Background: an optimization exercise with open tools, aiming at small area and a short achievable clock period. Do not read the settings as production practice. At most, simulation tests tie the RTL to the original design; equivalence was not proved.

the previous run:
Design dft_bin_acc, start of the top module:
module dft_bin_acc
#(
    parameter int N      = 256,
    parameter int PH_LAT = 6,
    parameter int ACC_W  = dft_pkg::ACC_W_DEF
) (
    input  logic                     CK,
    input  logic                     RST,
    input  logic                     START,
    input  logic signed [dft_pkg::PH_W-1:0]   cos0,
    input  logic signed [dft_pkg::PH_W-1:0]   sin0,
    input  logic signed [dft_pkg::PH_W-1:0]   cos1,
    input  logic signed [dft_pkg::PH_W-1:0]   sin1,
    output logic [dft_pkg::ADDR_W-1:0]        smp_addr,
    input  logic signed [dft_pkg::SMP_W-1:0]  smp_data,
    output logic signed [ACC_W-1:0]  re0,
    output logic signed [ACC_W-1:0]  im0,
    output logic signed [ACC_W-1:0]  re1,
    output logic signed [ACC_W-1:0]  im1,
    output logic                     busy,
    output logic                     done
    ,
    output logic [ACC_W-1:0]         mag0,
    output logic [ACC_W-1:0]         mag1
);
export LEC_CHECK = 0
export CAP_MARGIN = 20
export CORE_MARGIN = 2
export CORE_UTILIZATION = 55
export CTS_CLUSTER_DIAMETER = 100
export CTS_CLUSTER_SIZE = 24
export PLACE_DENSITY = 0.7
export SETUP_SLACK_MARGIN = 3.7
export SLEW_MARGIN = 20
export SYNTH_HIERARCHICAL = 1
create_clock -name core_clock -period 9.5 [get_ports {CK}]
standard.sh (not shown) runs the stock make flow with config.mk's settings and CLKGATE_MAP_FILE= SYNTH_SCRIPT=/design/flow/synth_recipe.tcl, a recipe that flattens the netlist after the stock synthesis.
==> flow/flow/run.sh <==
#!/bin/bash
# The standard layout (the standard.sh, unchanged synthesis), except that the
# buffers placed on the ports are plain buffers (buf_2, which timing repair may
# upsize) instead of the delay-type buffer buffer_ports picks by default.
set -euo pipefail
bash standard.sh synth > synth.log 2>&1
bash standard.sh "BUFFER_PORTS_ARGS=-buffer_cell sky130_fd_sc_hd__buf_2" finish > layout.log 2>&1
Inputs modified between the previous run and the current run:
# the previous run
export LEC_CHECK = 0
export CAP_MARGIN = 20
export CORE_MARGIN = 2
export CORE_UTILIZATION = 55
export CTS_CLUSTER_DIAMETER = 100
export CTS_CLUSTER_SIZE = 24
export PLACE_DENSITY = 0.7
export SETUP_SLACK_MARGIN = 3.7
export SLEW_MARGIN = 20
export SYNTH_HIERARCHICAL = 1
create_clock -name core_clock -period 9.5 [get_ports {CK}]
# the current run
export LEC_CHECK = 0
export CAP_MARGIN = 20
export CORE_MARGIN = 2
export CORE_UTILIZATION = 65
export CTS_CLUSTER_DIAMETER = 100
export CTS_CLUSTER_SIZE = 24
export PLACE_DENSITY = 0.8
export SETUP_SLACK_MARGIN = 3.7
export SLEW_MARGIN = 20
export SYNTH_HIERARCHICAL = 1
create_clock -name core_clock -period 9.5 [get_ports {CK}]
### Flow results
Between the previous run and the current run, floorplan die area decreased.
The current run gives more final period utilization than the previous run did.
The global-route wire length before repair of the current run falls short of that of the previous run by 2.5 mm.
Against the previous run, the current run comes in 470 µm² lower on final standard cell area without fillers.
In the current run, the synthesis-to-finish area growth came out 0.64 points below the value in the previous run.
met1 usage in global routing, the current run and the previous run, lower one = the previous run.
The current run against the previous run; fmax is down slightly.
No run of this note included a check of the RTL's function; only the layout flow was run.

---

## run C
dft_bin_acc, a different RTL version from the one above (not shown whole).
Size in the first run: roughly 6,400 cells after synthesis, ~390 I/O pins, ~0.072 sq mm of cells after synthesis.
Settings: LEC_CHECK=0, CAP_MARGIN=20, CORE_MARGIN=2, CORE_UTILIZATION=40, SETUP_SLACK_MARGIN=3.5, SLEW_MARGIN=20, SYNTH_HIERARCHICAL=1; clock period 9.5 ns.
Scripts as last shown in full above: flow/flow/run.sh
What run Y does differently from run C at the input level:
==> flow/run.sh (new file) <==
#!/bin/bash
# synth_recipe.tcl (not shown) runs the flow's synth.tcl, then flattens the netlist and writes it again
# the make line also repeats each setting of config.mk as NAME=value (left out here)
make -C /OpenROAD-flow-scripts/flow DESIGN_CONFIG=/design/flow/config.mk WORK_HOME=/design/flow/orfs CLKGATE_MAP_FILE= SYNTH_SCRIPT=/design/flow/synth_recipe.tcl finish
removed: flow/flow/run.sh
removed: flow/standard.sh
Findings:
- Run C finished end to end and its layout was clean on timing, DRC and antenna.
- Run Y reached the end of the flow, and the finished layout is clean on the timing, DRC and antenna checks.
- Run Y against run C: number of buffers outside the clock class in the layout has increased; area of the multi-input gates went up by 0.85%; clock buffer count from CTS higher; post-route cell area higher.
- From run C to run Y the numbers moved as follows: synthesized area held steady, number of detailed-route iterations in the first pass has increased.
- Summary of run Y over run C: final cell count picked up an extra 100, global route total overflow neither gained nor lost much, largest incremental delay on the critical path picked up an extra 0.18 ns, count of antenna diodes in the layout lost 3.

---

run K:
Another version of the RTL of dft_bin_acc (not shown whole).
Size: ~6700 cells after synthesis, about 390 I/O pins, roughly 68000 um^2 of cells after synthesis.
Settings: LEC_CHECK=0, CAP_MARGIN=20, CORE_MARGIN=2, CORE_UTILIZATION=40, CTS_CLUSTER_DIAMETER=110, CTS_CLUSTER_SIZE=28, SETUP_SLACK_MARGIN=4.0, SLEW_MARGIN=20, SYNTH_HIERARCHICAL=1; clock period 9.5 ns.
==> flow/flow/run.sh <==
#!/bin/bash
# The standard layout (the standard.sh, unchanged synthesis), except that the
# buffers placed on the ports are plain buffers (buf_2, which timing repair may
# upsize) instead of the delay-type buffer buffer_ports picks by default.
set -euo pipefail
bash standard.sh synth > synth.log 2>&1
bash standard.sh "BUFFER_PORTS_ARGS=-buffer_cell sky130_fd_sc_hd__buf_2" finish > layout.log 2>&1
#### Input delta (run H over run K)
diff --git a/flow/config.mk b/flow/config.mk
--- a/flow/config.mk
+++ b/flow/config.mk
@@ -10,5 +10,5 @@
 export CORE_UTILIZATION = 40
-export CTS_CLUSTER_DIAMETER = 110
-export CTS_CLUSTER_SIZE = 28
-export SETUP_SLACK_MARGIN = 4.0
+export CTS_CLUSTER_DIAMETER = 100
+export CTS_CLUSTER_SIZE = 24
+export SETUP_SLACK_MARGIN = 4.3
 export SLEW_MARGIN = 20
### Flow results
Compared with run K, in run H number of cells upsized or downsized after cts increased by 280% relative to the old numbers, number of inserted filler cells in the final layout decreased by about 2.5% relative to the old numbers, horizontal extent of the die closely matched the old numbers, fmax increased by about 3% relative to the old numbers, number of clock buffers in the layout increased by 25% relative to the old numbers. Run H closes out successfully: all stages finished, all timing, DRC and antenna checks passed. Run K ended with every stage complete and zero timing, DRC or antenna violations. Compared with run K, run H shows a higher post-layout instance count excluding filler cells. Against run K, run H reports a sequential share of layout area that is lower.

---

dft_bin_acc with an RTL version that a note above also has.
For scale: about 6700 cells after synthesis, ~390 I/O pins.
==> flow/design.v (excerpt) <==
module dft_bin_acc
#(
    parameter int N      = 256,
    parameter int PH_LAT = 6,
    parameter int ACC_W  = dft_pkg::ACC_W_DEF
) (
    input  logic                     CK,
    input  logic                     RST,
    input  logic                     START,
    input  logic signed [dft_pkg::PH_W-1:0]   cos0,
    input  logic signed [dft_pkg::PH_W-1:0]   sin0,
    input  logic signed [dft_pkg::PH_W-1:0]   cos1,
    input  logic signed [dft_pkg::PH_W-1:0]   sin1,
    output logic [dft_pkg::ADDR_W-1:0]        smp_addr,
    input  logic signed [dft_pkg::SMP_W-1:0]  smp_data,
    output logic signed [ACC_W-1:0]  re0,
    output logic signed [ACC_W-1:0]  im0,
    output logic signed [ACC_W-1:0]  re1,
    output logic signed [ACC_W-1:0]  im1,
    output logic                     busy,
    output logic                     done
    ,
    output logic [ACC_W-1:0]         mag0,
    output logic [ACC_W-1:0]         mag1
);
    localparam int W = 44;      
    localparam int MW = 43;     
    logic [8:0] cnt;
    logic       done_q;
    logic       init_q;      
    logic       en_q;        
    logic       ld;          
    logic [8:0] one_q, two_q, neg_q;
    logic [8:0] one_d, two_d, neg_d;
    logic [8:0] negs;
  ...
==> flow/config.mk <==
export PLATFORM = sky130hd
export DESIGN_NAME = dft_bin_acc
export DESIGN_NICKNAME = dft_bin_acc
export VERILOG_FILES = /design/flow/design.v
export SDC_FILE = /design/flow/constraint.sdc
export NUM_CORES = 4
export LEC_CHECK = 0
export CAP_MARGIN = 20
export CORE_MARGIN = 2
export CORE_UTILIZATION = 40
export CTS_CLUSTER_DIAMETER = 100
export CTS_CLUSTER_SIZE = 24
export SETUP_SLACK_MARGIN = 3.9
export SLEW_MARGIN = 20
export SYNTH_HIERARCHICAL = 1
==> flow/constraint.sdc <==
create_clock -name core_clock -period 9.5 [get_ports {CK}]
set_input_delay 1.9000 -clock core_clock [delete_from_list [all_inputs] [get_ports {CK}]]
set_output_delay 1.9000 -clock core_clock [all_outputs]
set_load 0.01 [all_outputs]
Scripts as last shown in full above: flow/flow/run.sh
The starting point completed with no timing, DRC or antenna violations.
Rerun with:
--- a/flow/config.mk
+++ b/flow/config.mk
@@ -12,3 +12,3 @@
 export CTS_CLUSTER_SIZE = 24
-export SETUP_SLACK_MARGIN = 3.9
+export SETUP_SLACK_MARGIN = 3.7
 export SLEW_MARGIN = 20
Effect: Setup slack loses 0.25 ns. Design area came out lower by a few percent. First-iteration DRC count barely changes. Wire length decreases slightly. Die area is unchanged.
Function was not checked in any run of this note: the RTL went through the layout flow alone.

---

RTL: one of the versions met above, not the one the previous note started from.
Size in the first run: about 6,700 cells after synthesis, roughly 390 I/O pins, ~68,000 µm² of cells after synthesis.
// dft_bin_acc
module dft_bin_acc
#(
    parameter int N      = 256,
    parameter int PH_LAT = 6,
    parameter int ACC_W  = dft_pkg::ACC_W_DEF
) (
    input  logic                     CK,
    input  logic                     RST,
    input  logic                     START,
    input  logic signed [dft_pkg::PH_W-1:0]   cos0,
    input  logic signed [dft_pkg::PH_W-1:0]   sin0,
    input  logic signed [dft_pkg::PH_W-1:0]   cos1,
    input  logic signed [dft_pkg::PH_W-1:0]   sin1,
    output logic [dft_pkg::ADDR_W-1:0]        smp_addr,
    input  logic signed [dft_pkg::SMP_W-1:0]  smp_data,
    output logic signed [ACC_W-1:0]  re0,
    output logic signed [ACC_W-1:0]  im0,
    output logic signed [ACC_W-1:0]  re1,
    output logic signed [ACC_W-1:0]  im1,
    output logic                     busy,
    output logic                     done
    ,
    output logic [ACC_W-1:0]         mag0,
    output logic [ACC_W-1:0]         mag1
);
==> flow/config.mk <==
export PLATFORM = sky130hd
export DESIGN_NAME = dft_bin_acc
export DESIGN_NICKNAME = dft_bin_acc
export VERILOG_FILES = /design/flow/design.v
export SDC_FILE = /design/flow/constraint.sdc
export NUM_CORES = 4
export LEC_CHECK = 0
export CAP_MARGIN = 20
export CORE_MARGIN = 2
export CORE_UTILIZATION = 40
export CTS_CLUSTER_DIAMETER = 100
export CTS_CLUSTER_SIZE = 24
export SETUP_SLACK_MARGIN = 3.8
export SLEW_MARGIN = 20
export SYNTH_HIERARCHICAL = 1
==> flow/constraint.sdc <==
create_clock -name core_clock -period 9.5 [get_ports {CK}]
set_input_delay 1.9000 -clock core_clock [delete_from_list [all_inputs] [get_ports {CK}]]
set_output_delay 1.9000 -clock core_clock [all_outputs]
set_load 0.01 [all_outputs]
Scripts as last shown in full above: flow/flow/run.sh
The starting point passed the timing, DRC and antenna checks.
Next try:
Settings changed: SETUP_SLACK_MARGIN 3.8 to 4.0.
Outcome: The new run finished with timing, DRC and antenna clean; final cell count goes up slightly; synthesized cell count is unchanged; clock skew hardly moves; clock-buffer cell count goes up by 1; sequential share of layout area goes down by 0.24 points; design area goes up slightly; setup slack is better by 0.13 ns; global-route usage goes up by 0.25 points.

[what the ideal ports hide]
In the flow no input, the clock included, has a driving cell. The finished layouts below were timed again as built, in two steps.
Step 1: set_driving_cell puts a clkbuf_16 on CK and a buf_2 on each other input, an assumption about the parent block.
Step 2 also shifts input and output timing later by t, the mid clock arrival at the registers, as if the neighbouring blocks saw the same clock.
a / b / c = no drivers / after step 1 / after step 2; a / b = the first two.
| run | t, ns | setup WS [ns] | clock arrival spread, ns | worst data-port slew with drivers (ns) | cell pins on the clock port's net |
|---|---|---|---|---|---|
| the previous run | 0.699 | 3.768 / 3.768 / 3.535 | 0.041 / 0.042 | 0.19 | 1 |
| the current run | 0.694 | 3.696 / 3.696 / 3.487 | 0.044 / 0.044 | 0.18 | 1 |
| run C | 0.756 | 3.687 / 3.628 / 3.593 | 0.040 / 0.040 | 0.15 | 1 |
| run Y | 0.782 | 3.571 / 3.481 / 2.840 | 0.028 / 0.027 | 0.09 | 1 |
| run K | 0.781 | 4.104 / 4.032 / 3.272 | 0.045 / 0.046 | 0.21 | 1 |
| run H | 0.718 | 4.256 / 4.208 / 3.573 | 0.050 / 0.050 | 0.26 | 1 |
| the first run of note 4 | 0.725 | 3.945 / 3.939 / 3.301 | 0.042 / 0.042 | 0.10 | 1 |
| the second run of note 4 | 0.728 | 3.698 / 3.620 / 3.293 | 0.038 / 0.039 | 0.10 | 1 |
| the first run of note 5 | 0.718 | 3.960 / 3.883 / 3.390 | 0.050 / 0.051 | 0.20 | 1 |
| the second run of note 5 | 0.718 | 4.092 / 4.006 / 3.292 | 0.054 / 0.053 | 0.21 | 1 |
After both steps setup and hold are still met in every run listed. For run K, which loses most, drivers alone change the setup slack by -0.072 ns; drivers and shift together by -0.832 ns.
